What follows belongs to an exercise in optimizing a design on an open flow for small area, a short achievable clock period and few clock cycles; a production flow would make more cautious choices.
The RTL was checked by simulation tests, not by an equivalence proof against the original design.
The clock port is modelled as an ideal driver; clocking choices that lean on that would not hold on a real chip.
Power figures rest on the tool's default switching activity, not on a simulated workload.

[design/flow/design.v]
package mul_accel_pkg;
  typedef logic [31:0] word_t;
  typedef logic [31:0] addr_t;
  typedef logic [15:0] operand_t;
  typedef logic [3:0]  shift_t;
  typedef enum logic [2:0] {IDLE, RD_A, WT_A, RD_B, WT_B, FEED, DRAIN, WR_C} stream_state_e;
  localparam addr_t CsrShift  = 32'd0;
  localparam addr_t CsrCommit = 32'd1;
  localparam addr_t CsrCount  = 32'd2;
  localparam addr_t CsrBaseA  = 32'd0;
  localparam addr_t CsrBaseB  = 32'd1;
  localparam addr_t CsrBaseC  = 32'd2;
  localparam addr_t CsrLength = 32'd3;
  localparam addr_t CsrStart  = 32'd4;
  localparam addr_t CsrStatus = 32'd5;
endpackage
module mul_step (
  input  logic [15:0] a,
  input  logic [17:0] t,
  input  logic [2:0]  sel1,
  input  logic [2:0]  sel2,
  input  logic [2:0]  sel3,
  input  logic [2:0]  sel4,
  input  logic [1:0]  neg,
  input  logic [15:0] addend,
  output logic [23:0] msum
);
  logic w1, w2, w3, w4, w5, w6, w7, w8, w9, w10, w11, w12, w13, w14, w15, w16, w17, w18, w19, w20, w21, w22, w23, w24, w25, w26, w27, w28, w29, w30, w31, w32, w33, w34, w35, w36, w37, w38, w39, w40, w41, w42, w43, w44, w45, w46, w47, w48, w49, w50, w51, w52, w53, w54, w55, w56, w57, w58, w59, w60, w61, w62, w63, w64, w65, w66, w67, w68, w69, w70, w71, w72, w73, w74, w75, w76, w77, w78, w79, w80, w81, w82, w83, w84, w85, w86, w87, w88, w89, w90, w91, w92, w93, w94, w95, w96, w97, w98, w99, w100, w101, w102, w103, w104, w105, w106, w107, w108, w109, w110, w111, w112, w113, w114, w115, w116, w117, w118, w119, w120, w121, w122, w123, w124, w125, w126, w127, w128, w129, w130, w131, w132, w133, w134, w135, w136, w137, w138, w139, w140, w141, w142, w143, w144;
  logic [23:0] ra, rb;
  assign w1 = ((sel1[0] & a[0]) | (sel3[0] & t[0])) ^ neg[0];
  assign w2 = ((sel1[0] & a[1]) | (sel2[0] & a[0]) | (sel3[0] & t[1])) ^ neg[0];
  assign w3 = ((sel1[0] & a[2]) | (sel2[0] & a[1]) | (sel3[0] & t[2]) | (sel4[0] & a[0])) ^ neg[0];
  assign w4 = ((sel1[0] & a[3]) | (sel2[0] & a[2]) | (sel3[0] & t[3]) | (sel4[0] & a[1])) ^ neg[0];
  assign w5 = ((sel1[0] & a[4]) | (sel2[0] & a[3]) | (sel3[0] & t[4]) | (sel4[0] & a[2])) ^ neg[0];
  assign w6 = ((sel1[0] & a[5]) | (sel2[0] & a[4]) | (sel3[0] & t[5]) | (sel4[0] & a[3])) ^ neg[0];
  assign w7 = ((sel1[0] & a[6]) | (sel2[0] & a[5]) | (sel3[0] & t[6]) | (sel4[0] & a[4])) ^ neg[0];
  assign w8 = ((sel1[0] & a[7]) | (sel2[0] & a[6]) | (sel3[0] & t[7]) | (sel4[0] & a[5])) ^ neg[0];
  assign w9 = ((sel1[0] & a[8]) | (sel2[0] & a[7]) | (sel3[0] & t[8]) | (sel4[0] & a[6])) ^ neg[0];
  assign w10 = ((sel1[0] & a[9]) | (sel2[0] & a[8]) | (sel3[0] & t[9]) | (sel4[0] & a[7])) ^ neg[0];
  assign w11 = ((sel1[0] & a[10]) | (sel2[0] & a[9]) | (sel3[0] & t[10]) | (sel4[0] & a[8])) ^ neg[0];
  assign w12 = ((sel1[0] & a[11]) | (sel2[0] & a[10]) | (sel3[0] & t[11]) | (sel4[0] & a[9])) ^ neg[0];
  assign w13 = ((sel1[0] & a[12]) | (sel2[0] & a[11]) | (sel3[0] & t[12]) | (sel4[0] & a[10])) ^ neg[0];
  assign w14 = ((sel1[0] & a[13]) | (sel2[0] & a[12]) | (sel3[0] & t[13]) | (sel4[0] & a[11])) ^ neg[0];
  assign w15 = ((sel1[0] & a[14]) | (sel2[0] & a[13]) | (sel3[0] & t[14]) | (sel4[0] & a[12])) ^ neg[0];
  assign w16 = ((sel1[0] & a[15]) | (sel2[0] & a[14]) | (sel3[0] & t[15]) | (sel4[0] & a[13])) ^ neg[0];
  assign w17 = ((sel2[0] & a[15]) | (sel3[0] & t[16]) | (sel4[0] & a[14])) ^ neg[0];
  assign w18 = ((sel3[0] & t[17]) | (sel4[0] & a[15])) ^ neg[0];
  assign w19 = ((sel1[1] & a[0]) | (sel3[1] & t[0])) ^ neg[1];
  assign w20 = ((sel1[1] & a[1]) | (sel2[1] & a[0]) | (sel3[1] & t[1])) ^ neg[1];
  assign w21 = ((sel1[1] & a[2]) | (sel2[1] & a[1]) | (sel3[1] & t[2]) | (sel4[1] & a[0])) ^ neg[1];
  assign w22 = ((sel1[1] & a[3]) | (sel2[1] & a[2]) | (sel3[1] & t[3]) | (sel4[1] & a[1])) ^ neg[1];
  assign w23 = ((sel1[1] & a[4]) | (sel2[1] & a[3]) | (sel3[1] & t[4]) | (sel4[1] & a[2])) ^ neg[1];
  assign w24 = ((sel1[1] & a[5]) | (sel2[1] & a[4]) | (sel3[1] & t[5]) | (sel4[1] & a[3])) ^ neg[1];
  assign w25 = ((sel1[1] & a[6]) | (sel2[1] & a[5]) | (sel3[1] & t[6]) | (sel4[1] & a[4])) ^ neg[1];
  assign w26 = ((sel1[1] & a[7]) | (sel2[1] & a[6]) | (sel3[1] & t[7]) | (sel4[1] & a[5])) ^ neg[1];
  assign w27 = ((sel1[1] & a[8]) | (sel2[1] & a[7]) | (sel3[1] & t[8]) | (sel4[1] & a[6])) ^ neg[1];
  assign w28 = ((sel1[1] & a[9]) | (sel2[1] & a[8]) | (sel3[1] & t[9]) | (sel4[1] & a[7])) ^ neg[1];
  assign w29 = ((sel1[1] & a[10]) | (sel2[1] & a[9]) | (sel3[1] & t[10]) | (sel4[1] & a[8])) ^ neg[1];
  assign w30 = ((sel1[1] & a[11]) | (sel2[1] & a[10]) | (sel3[1] & t[11]) | (sel4[1] & a[9])) ^ neg[1];
  assign w31 = ((sel1[1] & a[12]) | (sel2[1] & a[11]) | (sel3[1] & t[12]) | (sel4[1] & a[10])) ^ neg[1];
  assign w32 = ((sel1[1] & a[13]) | (sel2[1] & a[12]) | (sel3[1] & t[13]) | (sel4[1] & a[11])) ^ neg[1];
  assign w33 = ((sel1[1] & a[14]) | (sel2[1] & a[13]) | (sel3[1] & t[14]) | (sel4[1] & a[12])) ^ neg[1];
  assign w34 = ((sel1[1] & a[15]) | (sel2[1] & a[14]) | (sel3[1] & t[15]) | (sel4[1] & a[13])) ^ neg[1];
  assign w35 = ((sel2[1] & a[15]) | (sel3[1] & t[16]) | (sel4[1] & a[14])) ^ neg[1];
  assign w36 = ((sel3[1] & t[17]) | (sel4[1] & a[15])) ^ neg[1];
  assign w37 = (sel1[2] & a[0]) | (sel3[2] & t[0]);
  assign w38 = (sel1[2] & a[1]) | (sel2[2] & a[0]) | (sel3[2] & t[1]);
  assign w39 = (sel1[2] & a[2]) | (sel2[2] & a[1]) | (sel3[2] & t[2]) | (sel4[2] & a[0]);
  assign w40 = (sel1[2] & a[3]) | (sel2[2] & a[2]) | (sel3[2] & t[3]) | (sel4[2] & a[1]);
  assign w41 = (sel1[2] & a[4]) | (sel2[2] & a[3]) | (sel3[2] & t[4]) | (sel4[2] & a[2]);
  assign w42 = (sel1[2] & a[5]) | (sel2[2] & a[4]) | (sel3[2] & t[5]) | (sel4[2] & a[3]);
  assign w43 = (sel1[2] & a[6]) | (sel2[2] & a[5]) | (sel3[2] & t[6]) | (sel4[2] & a[4]);
  assign w44 = (sel1[2] & a[7]) | (sel2[2] & a[6]) | (sel3[2] & t[7]) | (sel4[2] & a[5]);
  assign w45 = (sel1[2] & a[8]) | (sel2[2] & a[7]) | (sel3[2] & t[8]) | (sel4[2] & a[6]);
  assign w46 = (sel1[2] & a[9]) | (sel2[2] & a[8]) | (sel3[2] & t[9]) | (sel4[2] & a[7]);
  assign w47 = (sel1[2] & a[10]) | (sel2[2] & a[9]) | (sel3[2] & t[10]) | (sel4[2] & a[8]);
  assign w48 = (sel1[2] & a[11]) | (sel2[2] & a[10]) | (sel3[2] & t[11]) | (sel4[2] & a[9]);
  assign w49 = (sel1[2] & a[12]) | (sel2[2] & a[11]) | (sel3[2] & t[12]) | (sel4[2] & a[10]);
  assign w50 = (sel1[2] & a[13]) | (sel2[2] & a[12]) | (sel3[2] & t[13]) | (sel4[2] & a[11]);
  assign w51 = (sel1[2] & a[14]) | (sel2[2] & a[13]) | (sel3[2] & t[14]) | (sel4[2] & a[12]);
  assign w52 = (sel1[2] & a[15]) | (sel2[2] & a[14]) | (sel3[2] & t[15]) | (sel4[2] & a[13]);
  assign w53 = (sel2[2] & a[15]) | (sel3[2] & t[16]) | (sel4[2] & a[14]);
  assign w54 = (sel3[2] & t[17]) | (sel4[2] & a[15]);
  assign w55 = w4 ^ w19;
  assign w56 = w4 & w19;
  assign w57 = w5 ^ w20;
  assign w58 = w5 & w20;
  assign w59 = w6 ^ w21;
  assign w60 = w6 & w21;
  assign w61 = w7 ^ w22 ^ w37;
  assign w62 = (w7 & w22) | (w7 & w37) | (w22 & w37);
  assign w63 = w8 ^ w23 ^ w38;
  assign w64 = (w8 & w23) | (w8 & w38) | (w23 & w38);
  assign w65 = w9 ^ w24 ^ w39;
  assign w66 = (w9 & w24) | (w9 & w39) | (w24 & w39);
  assign w67 = w10 ^ w25 ^ w40;
  assign w68 = (w10 & w25) | (w10 & w40) | (w25 & w40);
  assign w69 = w11 ^ w26 ^ w41;
  assign w70 = (w11 & w26) | (w11 & w41) | (w26 & w41);
  assign w71 = w12 ^ w27 ^ w42;
  assign w72 = (w12 & w27) | (w12 & w42) | (w27 & w42);
  assign w73 = w13 ^ w28 ^ w43;
  assign w74 = (w13 & w28) | (w13 & w43) | (w28 & w43);
  assign w75 = w14 ^ w29 ^ w44;
  assign w76 = (w14 & w29) | (w14 & w44) | (w29 & w44);
  assign w77 = w15 ^ w30 ^ w45;
  assign w78 = (w15 & w30) | (w15 & w45) | (w30 & w45);
  assign w79 = w16 ^ w31 ^ w46;
  assign w80 = (w16 & w31) | (w16 & w46) | (w31 & w46);
  assign w81 = w17 ^ w32;
  assign w82 = w17 & w32;
  assign w83 = w18 ^ w33;
  assign w84 = w18 & w33;
  assign w85 = neg[0] ^ w34;
  assign w86 = neg[0] & w34;
  assign w87 = neg[0] ^ w35;
  assign w88 = neg[0] & w35;
  assign w89 = neg[0] ^ w36;
  assign w90 = neg[0] & w36;
  assign w91 = neg[0] ^ neg[1];
  assign w92 = neg[0] & neg[1];
  assign w93 = neg[0] ^ neg[1];
  assign w94 = neg[0] & neg[1];
  assign w95 = neg[0] ^ neg[1];
  assign w96 = neg[0] & neg[1];
  assign w97 = w1 ^ neg[0];
  assign w98 = w1 & neg[0];
  assign w99 = w2 ^ addend[1];
  assign w100 = w2 & addend[1];
  assign w101 = w3 ^ addend[2];
  assign w102 = w3 & addend[2];
  assign w103 = w55 ^ neg[1] ^ addend[3];
  assign w104 = (w55 & neg[1]) | (w55 & addend[3]) | (neg[1] & addend[3]);
  assign w105 = w56 ^ w57 ^ addend[4];
  assign w106 = (w56 & w57) | (w56 & addend[4]) | (w57 & addend[4]);
  assign w107 = w58 ^ w59 ^ addend[5];
  assign w108 = (w58 & w59) | (w58 & addend[5]) | (w59 & addend[5]);
  assign w109 = w60 ^ w61 ^ addend[6];
  assign w110 = (w60 & w61) | (w60 & addend[6]) | (w61 & addend[6]);
  assign w111 = w62 ^ w63 ^ addend[7];
  assign w112 = (w62 & w63) | (w62 & addend[7]) | (w63 & addend[7]);
  assign w113 = w64 ^ w65 ^ addend[8];
  assign w114 = (w64 & w65) | (w64 & addend[8]) | (w65 & addend[8]);
  assign w115 = w66 ^ w67 ^ addend[9];
  assign w116 = (w66 & w67) | (w66 & addend[9]) | (w67 & addend[9]);
  assign w117 = w68 ^ w69 ^ addend[10];
  assign w118 = (w68 & w69) | (w68 & addend[10]) | (w69 & addend[10]);
  assign w119 = w70 ^ w71 ^ addend[11];
  assign w120 = (w70 & w71) | (w70 & addend[11]) | (w71 & addend[11]);
  assign w121 = w72 ^ w73 ^ addend[12];
  assign w122 = (w72 & w73) | (w72 & addend[12]) | (w73 & addend[12]);
  assign w123 = w74 ^ w75 ^ addend[13];
  assign w124 = (w74 & w75) | (w74 & addend[13]) | (w75 & addend[13]);
  assign w125 = w76 ^ w77 ^ addend[14];
  assign w126 = (w76 & w77) | (w76 & addend[14]) | (w77 & addend[14]);
  assign w127 = w78 ^ w79 ^ addend[15];
  assign w128 = (w78 & w79) | (w78 & addend[15]) | (w79 & addend[15]);
  assign w129 = w80 ^ w81 ^ w47;
  assign w130 = (w80 & w81) | (w80 & w47) | (w81 & w47);
  assign w131 = w82 ^ w83 ^ w48;
  assign w132 = (w82 & w83) | (w82 & w48) | (w83 & w48);
  assign w133 = w84 ^ w85 ^ w49;
  assign w134 = (w84 & w85) | (w84 & w49) | (w85 & w49);
  assign w135 = w86 ^ w87 ^ w50;
  assign w136 = (w86 & w87) | (w86 & w50) | (w87 & w50);
  assign w137 = w88 ^ w89 ^ w51;
  assign w138 = (w88 & w89) | (w88 & w51) | (w89 & w51);
  assign w139 = w90 ^ w91 ^ w52;
  assign w140 = (w90 & w91) | (w90 & w52) | (w91 & w52);
  assign w141 = w92 ^ w93 ^ w53;
  assign w142 = (w92 & w93) | (w92 & w53) | (w93 & w53);
  assign w143 = w94 ^ w95 ^ w54;
  assign w144 = (w94 & w95) | (w94 & w54) | (w95 & w54);
  assign ra = {w142, w140, w138, w136, w134, w132, w130, w128, w126, w124, w122, w120, w118, w116, w114, w112, w110, w108, w106, w104, w102, w100, w98, w97};
  assign rb = {w143, w141, w139, w137, w135, w133, w131, w129, w127, w125, w123, w121, w119, w117, w115, w113, w111, w109, w107, w105, w103, w101, w99, addend[0]};
  assign msum = ra + rb;
endmodule
module mul_accel_top #(
  parameter int unsigned StreamerCsrNum = 6
) (
  input  logic  clk_i,
  input  logic  rst_n_i,
  input  mul_accel_pkg::addr_t csr_req_addr_i,
  input  mul_accel_pkg::word_t csr_req_data_i,
  input  logic  csr_req_write_i,
  input  logic  csr_req_valid_i,
  output logic  csr_req_ready_o,
  output mul_accel_pkg::word_t csr_rsp_data_o,
  output logic  csr_rsp_valid_o,
  input  logic  csr_rsp_ready_i,
  output mul_accel_pkg::addr_t tcdm_addr_o,
  output mul_accel_pkg::word_t tcdm_wdata_o,
  output logic  tcdm_write_o,
  output logic  tcdm_req_o,
  input  logic  tcdm_gnt_i,
  input  mul_accel_pkg::word_t tcdm_rdata_i,
  input  logic  tcdm_rvalid_i
);
  logic [31:0] base_a_q, base_b_q, base_c_q, len_q, count_q;
  logic [3:0]  shift_q;
  logic [3:0]  shl_q, shh_q;
  logic        rsp_valid_q;
  logic [6:0]  rsel_q;
  logic        va_q, vb_q, vc_q, vl_q;
  logic        st_a_q, st_b_q, st_c_q, st_t_q;
  logic        st_u_q;
  logic        first_q, last_q;
  logic [31:0] idx_q;
  logic [31:0] addr_q;
  logic [31:0] nbase;
  logic        ncin;
  logic [32:0] nsum;
  logic        ga_q, ga2_q, gb_q, s1_q, s2_q, cv_q;
  logic [15:0] a_q;
  logic [31:0] c_q;
  logic busy;
  assign busy = st_a_q | st_b_q | st_c_q | st_t_q;
  logic       req_fire, wr, hi_zero;
  logic [3:0] a4;
  logic       start;
  assign req_fire = csr_req_valid_i & ~rsp_valid_q;
  assign wr       = req_fire & csr_req_write_i;
  assign hi_zero  = csr_req_addr_i[31:4] == '0;
  assign a4       = csr_req_addr_i[3:0];
  assign start    = wr & hi_zero & (a4 == 4'd4) & ~busy & vl_q & (len_q != '0);
  logic [6:0] rsel_d;
  logic       rd;
  assign rd = ~csr_req_write_i & hi_zero;
  assign rsel_d = {rd & (a4 == 4'd5) & busy, rd & (a4 == 4'd6), rd & (a4 == 4'd8),
                   rd & (a4 == 4'd3), rd & (a4 == 4'd2), rd & (a4 == 4'd1), rd & (a4 == 4'd0)};
  always_ff @(posedge clk_i or negedge rst_n_i) begin
    if (!rst_n_i) begin
      rsp_valid_q <= 1'b0;
    end else if (req_fire) begin
      rsp_valid_q <= 1'b1;
    end else if (csr_rsp_ready_i) begin
      rsp_valid_q <= 1'b0;
    end
  end
  always_ff @(posedge clk_i or negedge rst_n_i) begin
    if (!rst_n_i) rsel_q <= '0;
    else if (req_fire) rsel_q <= rsel_d;
  end
  assign csr_rsp_data_o = ({32{rsel_q[0]}} & base_a_q) | ({32{rsel_q[1]}} & base_b_q) |
                          ({32{rsel_q[2]}} & base_c_q) | ({32{rsel_q[3]}} & len_q) |
                          ({32{rsel_q[4]}} & count_q) | ({32{rsel_q[5]}} & {28'd0, shift_q}) |
                          {31'd0, rsel_q[6]};
  assign csr_req_ready_o = ~rsp_valid_q;
  assign csr_rsp_valid_o = rsp_valid_q;
  logic [31:0] wdata_z;
  logic        wr_ok, wr_a, wr_b, wr_c, wr_l;
  assign wr_ok   = wr & hi_zero & ~busy;
  assign wr_a    = wr_ok & (a4 == 4'd0);
  assign wr_b    = wr_ok & (a4 == 4'd1);
  assign wr_c    = wr_ok & (a4 == 4'd2);
  assign wr_l    = wr_ok & (a4 == 4'd3);
  assign wdata_z = csr_req_data_i & {32{wr}};
  always_ff @(posedge clk_i) begin
    if (wr_a || (!va_q && !wr)) base_a_q <= wdata_z;
    if (wr_b || (!vb_q && !wr)) base_b_q <= wdata_z;
    if (wr_c || (!vc_q && !wr)) base_c_q <= wdata_z;
    if (wr_l || (!vl_q && !wr)) len_q    <= wdata_z;
  end
  always_ff @(posedge clk_i or negedge rst_n_i) begin
    if (!rst_n_i) begin
      va_q <= 1'b0;
      vb_q <= 1'b0;
      vc_q <= 1'b0;
      vl_q <= 1'b0;
    end else begin
      if (wr_a || !wr) va_q <= 1'b1;
      if (wr_b || !wr) vb_q <= 1'b1;
      if (wr_c || !wr) vc_q <= 1'b1;
      if (wr_l || !wr) vl_q <= 1'b1;
    end
  end
  always_ff @(posedge clk_i or negedge rst_n_i) begin
    if (!rst_n_i) begin
      shift_q  <= '0;
      shl_q    <= 4'b0001;
      shh_q    <= 4'b0001;
    end else begin
      if (wr && hi_zero && !busy) begin
        if (a4 == 4'd7) begin
          shl_q <= 4'b0001 << shift_q[1:0];
          shh_q <= 4'b0001 << shift_q[3:2];
        end
      end
      if (wr && hi_zero && a4 == 4'd6) shift_q <= csr_req_data_i[3:0];
    end
  end
  logic gnt_a, gnt_b, gnt_c, adv_c, done, req_c;
  assign gnt_a = st_a_q & tcdm_gnt_i;
  assign gnt_b = st_b_q & tcdm_gnt_i;
  assign gnt_c = req_c & tcdm_gnt_i;
  assign adv_c = st_c_q & (first_q | gnt_c);
  assign done  = st_t_q & gnt_c;
  logic cnt_wait, cnt_upd;
  assign req_c    = (st_c_q | st_t_q) & cv_q;
  assign cnt_wait = rsp_valid_q & rsel_q[4] & ~csr_rsp_ready_i;
  assign cnt_upd  = (done | st_u_q) & ~cnt_wait;
  always_ff @(posedge clk_i or negedge rst_n_i) begin
    if (!rst_n_i) begin
      count_q <= '0;
      st_u_q  <= 1'b0;
    end else begin
      if (cnt_upd) count_q <= nsum[32:1];
      if (done & cnt_wait) st_u_q <= 1'b1;
      else if (cnt_upd) st_u_q <= 1'b0;
    end
  end
  function automatic logic sum_eq(input logic [31:0] x, input logic [31:0] y, input logic [31:0] k);
    logic ok;
    logic c;
    ok = 1'b1;
    c  = 1'b0;
    for (int i = 0; i < 32; i++) begin
      ok = ok & ((x[i] ^ y[i] ^ k[i]) == c);
      c  = (x[i] & y[i]) | ((x[i] ^ y[i]) & ~k[i]);
    end
    sum_eq = ok;
  endfunction
  logic ta_q, tc_q, last_d;
  assign last_d = sum_eq(idx_q, 32'd2, len_q);
  logic tn;
  assign tn     = st_t_q | st_u_q;
  assign nbase  = ({32{ta_q}} & base_a_q) | ({32{st_a_q}} & base_b_q) | ({32{tc_q}} & base_c_q) |
                  ({32{tn}} & count_q);
  assign ncin   = ta_q | st_a_q | tn;
  always_ff @(posedge clk_i or negedge rst_n_i) begin
    if (!rst_n_i) begin
      ta_q <= 1'b1;
      tc_q <= 1'b0;
    end else begin
      if (start | gnt_a | adv_c) ta_q <= 1'b0;
      if (start | adv_c) tc_q <= 1'b0;
      if (gnt_a) tc_q <= 1'b1;
      if (gnt_b) begin
        ta_q <= ~last_d;
        tc_q <= last_d;
      end
      if (cnt_upd) begin
        ta_q <= 1'b1;
        tc_q <= 1'b0;
      end
    end
  end
  assign nsum = {nbase, ncin} + {idx_q, 1'b1};
  always_ff @(posedge clk_i or negedge rst_n_i) begin
    if (!rst_n_i) begin
      st_a_q  <= 1'b0;
      st_b_q  <= 1'b0;
      st_c_q  <= 1'b0;
      st_t_q  <= 1'b0;
      first_q <= 1'b0;
      last_q  <= 1'b0;
      ga_q    <= 1'b0;
      ga2_q   <= 1'b0;
      gb_q    <= 1'b0;
      s1_q    <= 1'b0;
      s2_q    <= 1'b0;
      cv_q    <= 1'b0;
    end else begin
      ga_q <= gnt_a;
      ga2_q <= ga_q;
      gb_q <= gnt_b;
      if (start) begin
        st_a_q  <= 1'b1;
        first_q <= 1'b1;
      end
      if (gnt_a) begin
        st_a_q <= 1'b0;
        st_b_q <= 1'b1;
      end
      if (gnt_b) begin
        st_b_q <= 1'b0;
        st_c_q <= 1'b1;
        last_q <= last_d;
      end
      if (adv_c) begin
        st_c_q  <= 1'b0;
        first_q <= 1'b0;
        if (last_q) st_t_q <= 1'b1;
        else        st_a_q <= 1'b1;
      end
      if (done) begin
        st_t_q <= 1'b0;
      end
      if (gb_q) s1_q <= 1'b1;
      else if (!cv_q) s1_q <= 1'b0;
      s2_q <= s1_q & ~cv_q;
      if (s2_q) cv_q <= 1'b1;
      else if (gnt_c) cv_q <= 1'b0;
    end
  end
  always_ff @(posedge clk_i) begin
    if (!busy && !st_u_q) idx_q <= '1;
    else if (gnt_b) idx_q <= idx_q + 32'd1;
  end
  always_ff @(posedge clk_i) begin
    if (start | gnt_a | gnt_b | adv_c) addr_q <= nsum[32:1];
  end
  assign tcdm_req_o   = st_a_q | st_b_q | req_c;
  assign tcdm_write_o = st_c_q | st_t_q;
  assign tcdm_addr_o  = addr_q;
  logic        s1_fire;
  logic [7:0]  bhi_q;
  logic [17:0] t_q;
  logic [2:0]  sel1_q, sel2_q, sel3_q, sel4_q;
  logic [1:0]  neg_q;
  logic [7:0]  nbyte;
  logic [15:0] addend;
  logic [23:0] msum;
  assign s1_fire = s1_q & ~cv_q;
  assign nbyte   = gb_q ? tcdm_rdata_i[7:0] : bhi_q;
  assign addend  = s2_q ? c_q[31:16] : 16'd0;
  mul_step i_mul_step (
    .a      ( a_q    ),
    .t      ( t_q    ),
    .sel1   ( sel1_q ),
    .sel2   ( sel2_q ),
    .sel3   ( sel3_q ),
    .sel4   ( sel4_q ),
    .neg    ( neg_q  ),
    .addend ( addend ),
    .msum   ( msum   )
  );
  logic [2:0] sel1_d, sel2_d, sel3_d, sel4_d;
  logic [1:0] neg_d;
  logic       ld_enc;
  always_comb begin
    for (int i = 0; i < 3; i++) begin
      logic x0, x1, x2, x3;
      logic [2:0] sum, mag;
      x0 = (i == 0) ? 1'b0 : nbyte[3*i-1];
      x1 = nbyte[3*i];
      x2 = nbyte[3*i+1];
      x3 = (i == 2) ? 1'b0 : nbyte[3*i+2];
      sum = {1'b0, x2, 1'b0} + {2'b00, x1} + {2'b00, x0};
      mag = x3 ? 3'd4 - sum : sum;
      sel1_d[i] = mag == 3'd1;
      sel2_d[i] = mag == 3'd2;
      sel3_d[i] = mag == 3'd3;
      sel4_d[i] = mag == 3'd4;
      if (i < 2) neg_d[i] = x3;
    end
  end
  assign ld_enc = gb_q | s1_fire;
  always_ff @(posedge clk_i or negedge rst_n_i) begin
    if (!rst_n_i) begin
      a_q    <= '0;
      t_q    <= '0;
      sel1_q <= '0;
      sel2_q <= '0;
      sel3_q <= '0;
      sel4_q <= '0;
      neg_q  <= '0;
    end else begin
    if (ga_q) a_q <= tcdm_rdata_i[15:0];
    if (ga2_q) t_q <= {2'b00, a_q} + {1'b0, a_q, 1'b0};
    if (ld_enc) begin
      sel1_q <= sel1_d;
      sel2_q <= sel2_d;
      sel3_q <= sel3_d;
      sel4_q <= sel4_d;
      neg_q  <= neg_d;
    end
    end
  end
  always_ff @(posedge clk_i) begin
    if (gb_q) bhi_q <= tcdm_rdata_i[15:8];
    if (s1_fire | s2_q) c_q[31:8] <= msum;
    if (s2_q) c_q[7:0] <= c_q[15:8];
  end
  logic [31:0] shl_c;
  always_comb begin
    for (int i = 0; i < 32; i++) begin
      shl_c[i] = 1'b0;
      tcdm_wdata_o[i] = 1'b0;
    end
    for (int i = 0; i < 32; i++)
      for (int k = 0; k < 4; k++)
        if (i + k < 32) shl_c[i] = shl_c[i] | (shl_q[k] & c_q[i+k]);
    for (int i = 0; i < 32; i++)
      for (int k = 0; k < 4; k++)
        if (i + 4 * k < 32) tcdm_wdata_o[i] = tcdm_wdata_o[i] | (shh_q[k] & shl_c[i+4*k]);
  end
endmodule
[design/flow/flow/run.sh]
#!/bin/bash
set -euo pipefail
ARGS="BUFFER_PORTS_ARGS=-buffer_cell sky130_fd_sc_hd__buf_1"
R=orfs/results/sky130hd/mul_accel_top/base
bash standard.sh "$ARGS" cts > flow_make_cts.log 2>&1
SKEW_DB=$R/4_cts.odb SKEW_SDC=$R/4_cts.sdc SKEW_OUT=$R/4_cts.odb \
  SKEW_DLY=sky130_fd_sc_hd__clkdlybuf4s18_1 SKEW_DRV=sky130_fd_sc_hd__clkbuf_16 \
  openroad -no_init -exit flow/skew.tcl > skew.log 2>&1
bash standard.sh "$ARGS" finish > flow_make_finish.log 2>&1
[design/flow/flow/skew.tcl]
# Useful skew for the multiplier: delay the clock of the result register c_q, where the
# multiplier's register-to-register paths end. Each group of c_q flip-flops on one clock
# leaf net gets its own delay buffer between the leaf net and their clock pins.
read_liberty $::env(FLOW_HOME)/platforms/sky130hd/lib/sky130_fd_sc_hd__tt_025C_1v80.lib
read_db $::env(SKEW_DB)
read_sdc $::env(SKEW_SDC)
set_propagated_clock [all_clocks]
source $::env(FLOW_HOME)/platforms/sky130hd/setRC.tcl
estimate_parasitics -placement
puts "before:"
report_checks -path_delay max -to [get_pins -hierarchical c_q*/D] -format end
report_checks -path_delay max -from [get_pins -hierarchical c_q*/CLK] -format end
set block [ord::get_db_block]
set dly_master [[ord::get_db] findMaster $::env(SKEW_DLY)]
set drv_master [[ord::get_db] findMaster $::env(SKEW_DRV)]
array set groups {}
foreach inst [$block getInsts] {
  if {[regexp {^c_q\\\[} [$inst getName]]} {
    set net [[$inst findITerm CLK] getNet]
    lappend groups([$net getName]) $inst
  }
}
set k 0
foreach netname [lsort [array names groups]] {
  set net [$block findNet $netname]
  # delay cell, then a clock buffer that drives the flip-flops with a sharp edge
  set dly [odb::dbInst_create $block $dly_master skew_dly_$k]
  set mid [odb::dbNet_create $block skew_mid_$k]
  $mid setSigType CLOCK
  set buf [odb::dbInst_create $block $drv_master skew_buf_$k]
  set nn [odb::dbNet_create $block skew_net_$k]
  $nn setSigType CLOCK
  [$dly findITerm A] connect $net
  [$dly findITerm X] connect $mid
  [$buf findITerm A] connect $mid
  [$buf findITerm X] connect $nn
  set sx 0; set sy 0; set c 0
  foreach inst $groups($netname) {
    set it [$inst findITerm CLK]
    $it disconnect
    $it connect $nn
    set bb [$inst getBBox]
    set sx [expr {$sx + [$bb xMin]}]; set sy [expr {$sy + [$bb yMin]}]; incr c
  }
  $buf setLocation [expr {$sx / $c}] [expr {$sy / $c}]
  $buf setPlacementStatus PLACED
  $dly setLocation [expr {$sx / $c}] [expr {$sy / $c}]
  $dly setPlacementStatus PLACED
  puts "skew_buf_$k on $netname drives $c flip-flops"
  incr k
}
global_connect
detailed_placement
check_placement -verbose
estimate_parasitics -placement
puts "after:"
report_checks -path_delay max -to [get_pins -hierarchical c_q*/D] -format end
report_checks -path_delay max -from [get_pins -hierarchical c_q*/CLK] -format end
report_checks -path_delay min -to [get_pins -hierarchical c_q*/D] -format end
report_check_types -max_slew -max_capacitance
foreach p [get_pins -hierarchical c_q*/CLK] { report_slews $p }
write_db $::env(SKEW_OUT)
[design/flow/standard.sh]
#!/bin/bash
# synth_recipe.tcl (not shown) runs the flow's synth.tcl, then flattens the netlist and writes it again
# the make line also repeats each setting of config.mk as NAME=value (left out here)
make -C /OpenROAD-flow-scripts/flow DESIGN_CONFIG=/design/flow/config.mk WORK_HOME=/design/flow/orfs CLKGATE_MAP_FILE= SYNTH_SCRIPT=/design/flow/synth_recipe.tcl "${@:-finish}"
[design/flow/config.mk]
export PLATFORM = sky130hd
export DESIGN_NAME = mul_accel_top
export DESIGN_NICKNAME = mul_accel_top
export VERILOG_FILES = /design/flow/design.v
export SDC_FILE = /design/flow/constraint.sdc
export NUM_CORES = 4
export LEC_CHECK = 0
export CAP_MARGIN = 20
export CORE_MARGIN = 8
export CORE_UTILIZATION = 60
export CTS_BUF_LIST = sky130_fd_sc_hd__clkbuf_16
export CTS_CLUSTER_DIAMETER = 100
export CTS_CLUSTER_SIZE = 20
export PLACE_DENSITY = 0.75
export SETUP_SLACK_MARGIN = 4
export SLEW_MARGIN = 20
[design/flow/constraint.sdc]
create_clock -name core_clock -period 8.0 [get_ports {clk_i}]
set_input_delay 1.6000 -clock core_clock [delete_from_list [all_inputs] [get_ports {clk_i}]]
set_output_delay 1.6000 -clock core_clock [all_outputs]
set_load 0.01 [all_outputs]
==> flow_metrics.py <==
metrics = {
    "outcome": {
        "status": "timing/DRC/antenna clean",
    },
    "cells_and_area": {
        "mostFrequentLayoutCells": "nand2_1, edfxtp_1, buf_1, a22oi_1, inv_1",
        "final_common_cell": "nand2_1",
        "finalCoreUtilization_pct": 68.03,
        "finalNetCount": 2520,
        "fill_cells": 2708,
        "ff_latch_area_um2": 9679,
        "drive_gt1_share_pct": 11.28,
        "area_growth_pct": 11.94,
        "multi_input_area_um2": 11430,
    },
    "drt": {
        "avgViaCountPerCell": 6.588,
        "dr.pass1.iters": 8,
        "drtIter0Drc": 2305,
        "vias": 18059,
        "wirelength_um": 62250,
        "wl_per_cell_um": 22.71,
        "antenna_left": 0,
        "drcViolationCount": 0,
    },
    "logic_synthesis": {
        "synthesis.area_um2": 21570,
        "synth_cell_types": 68,
        "yosysSeqAreaShare_pct": 44.64,
        "synth_edf_count": 200,
        "avgSynthCellArea_um2": 10.21,
        "synth.net_count": 2368,
        "synthArstFlopShare_pct": 33.90,
        "synth_seq_cells": 351,
        "synth_top_flop_cell": "edfxtp_1",
        "ys_warn_count": 1,
        "synthCells": 2112,
    },
    "clocking": {
        "cts-root-buf": "clkbuf_16",
        "clockBufferDepth": 3,
        "cts_buffers": 21,
        "insertion_delay_ns": 0.92,
        "h-tree-depth": 1,
        "path_clk_slew_ns": 0.09,
        "hold_buffers": 0,
        "cts.sinks": 351,
        "cts_tree": "yes",
    },
    "pwr": {
        "power.share.clock_pct": 38.5,
        "vdd_drop_max_mv": 0.1463,
        "power.switching_fraction_pct": 21.02,
        "p_per_area_nw_per_um2": 132.8,
        "power.leakage_uw": 0.009992,
        "power_frac_comb_pct": 2.1,
        "internal_power_uw": 2531,
        "power_switching_uw": 673.6,
        "p_seq_share_pct": 59.4,
    },
    "die": {
        "core_um2": 35480,
        "start_util_pct": 60.78,
        "io_pins": 203,
        "die_w_um": 205.6,
        "num_rows": 69,
        "chipHeight_um": 205.6,
        "die_area_um2": 42270,
    },
    "timing": {
        "fin_crit_ns": 4.022,
        "hold_viol": 0,
        "fmax_mhz": 248.6,
        "post-route-period-util_pct": 50.27,
        "worstMarginPinSlew_ns": 1.167,
        "holdWs_ns": 0.4785,
        "finalSetupTns_ns": 0,
        "rsz0062_at_grt": "yes",
        "drv_slew": 0,
        "finClkSkew_ns": 0.4090,
        "setup_ws_ns": 3.978,
        "slew_headroom_pct": 21.50,
        "setup_violations": 0,
    },
    "global_routing": {
        "grt_pass1_wl_um": 95320,
        "grtUsageTotal_pct": 28.30,
        "grt_max_degree": 51,
        "antenna_found_initial": 2,
        "grt_pass1_vias": 17095,
        "overflow": 0,
    },
    "place": {
        "place_ws_ns": 3.171,
        "portBuffers": 185,
        "gp_congestion": 0.9690,
        "place_hpwl_um": 43060,
    },
    "setup_path": {
        "crit_type": "reg2out",
        "worst_setup_path_end_kind": "primary output",
        "required_ns": 6.40,
        "critPathArrivalTime_ns": 2.42,
        "crit_path_max_fanout": 21,
        "startpoint_type": "flop",
    },
    "flow_run": {
        "cap_viol_max_count": 0,
    },
    "worst_hold_path": {
        "hold_class": "reg2reg",
    },
}
-- registers in the layout (all words and copies together) (netlist names), 7 cells and up --
register / flops
base_c_q: 32
t_q: 18
addr_q: 32
base_b_q: 32
bhi_q: 8
a_q: 16
c_q: 32
len_q: 32
base_a_q: 32
idx_q: 32
count_q: 32
rsel_q: 7
-- layer usage --
layer	vias to the layer above	global-route usage [%]	wire, um
li1	8255	-	-
met1	8706	41.28	26770
met2	973	43.25	27800
met3	121	4.377	6011
met4	4	8.195	1651
met5	-	0	24
-- path summary, 6_finish.rpt --
kind                                             from                      end  slack (ns)  cells after the start
worst max register to register  sel3_q[0]$_DFFE_PN0P_        c_q[29]$_DFFE_PP_        4.01                     15
min in group asynchronous                     rst_n_i  rsp_valid_q$_DFFE_PN0P_        1.06                      1
worst min-delay path                 s1_q$_DFFE_PN0P_         s1_q$_DFFE_PN0P_        0.48                      1
worst min register to register       s1_q$_DFFE_PN0P_         s1_q$_DFFE_PN0P_        0.48                      1
max in group asynchronous                     rst_n_i    sel3_q[1]$_DFFE_PN0P_        5.20                      3
worst max-delay path            rsel_q[0]$_DFFE_PN0P_       csr_rsp_data_o[31]        3.98                      4
-- synth_stat cells, types with 15 or more instances --
library cell,count,area (um2)
a21o_1,16,120.1
a21oi_1,53,265.3
a221oi_1,37,324.1
a222oi_1,70,700.7
a22o_1,40,350.3
a22oi_1,156,1171
and3_1,49,306.5
clkbuf_1,122,457.9
dfrtp_1,116,2903
dfxtp_1,32,640.6
edfxtp_1,200,6006
fa_1,31,620.6
ha_1,122,1526
inv_1,107,401.6
mux2_2,44,495.5
nand2_1,317,1190
nand3_1,35,175.2
nand4_1,18,112.6
nor2_1,72,270.3
nor3_1,20,100.1
nor4_1,24,150.1
o21a_1,15,112.6
o21ai_0,78,390.4
xnor2_1,112,980.9
xor2_1,39,341.6
-- repair_timing --
action                     CTS  global route
setup endpoints to repair  154           141
pin swaps                   19            16
gates resized for setup     57            40
setup buffers               24            26
-- through the flow --
step	instances	instance area, um2	total power, uW
2_1_floorplan	2112	21800	1962
3_3_place_gp	2644	22690	2005
3_5_place_dp	2644	22690	2008
4_1_cts	2706	23640	3085
5_1_grt	2740	24140	3285
6_report	2741	24140	3205
-- power groups by stage --
stage | clock network, uW | registers (uW) | logic (uW)
final | 1240 | 1900 | 65.8
after global routing | 1310 | 1900 | 72.0
after CTS | 1120 | 1900 | 64.8
after detailed placement | 0 | 1940 | 64.3
after global placement | 0 | 1940 | 61.4
after floorplan | 0 | 1940 | 17.8
-- cell families (layout without fill, tap and decap cells) --
kind of cell	Yosys count	count (layout)	synth area share, %
and+or+nand+nor	600	600	12.69
muxes	51	51	2.628
other	0	1	0
AOI/OAI and AO/OA	563	563	19.63
DFF	351	351	44.64
adders and majority gates	155	155	10.05
xor gates and xnor gates	151	151	6.133
buffers and inverters	241	408	4.230
-- worst max-delay path, stage by stage, from the launching register on --
cell,delay [ns]
dfrtp_1,0.86
buf_4,0.45
a222oi_1,0.17
nand2_1,0.19
buf_1,0.19
-- area by class of cell --
cell class | count | area share [%]
flip-flops and latches | 351 | 40.10
clock buffers | 22 | 2.280
well taps | 461 | 2.389
diodes | 1 | 0.01037
multi-input cells | 1520 | 47.37
repair buffers | 254 | 5.287
plain buffers | 8 | 0.5805
clock inverters | 16 | 0.2799
inverters | 108 | 1.710
Testbench counts, summed over its fixed seeds: cycles 11,462.

==> re-timing with driven ports <==
The flow's constraints put no driver on any port. The routed layout listed below was extracted and timed again, unchanged, in two steps.
Step 1 assumes that a clkbuf_16 drives the clock port and a buf_2 every other input.
Step 2, shift: input delay + t, output delay - t, t = (earliest + latest rising clock arrival at the registers) / 2. This alone moves slack from input paths to output paths.
Slacks: ideal / step 1 / step 2; pairs: ideal / step 1.
t (ns): 0.769
slack for setup (ns): 3.978 / 3.922 / 3.445
clock arrival spread, ns: 0.414 / 0.414
slew at the worst register clock pin (ns): 0.09 / 0.09
Clock arrivals are far apart in this run, so t is only a midpoint there and step 2 fits no single register. For this run, drivers alone change the setup slack by -0.056 ns; drivers and shift together by -0.533 ns.
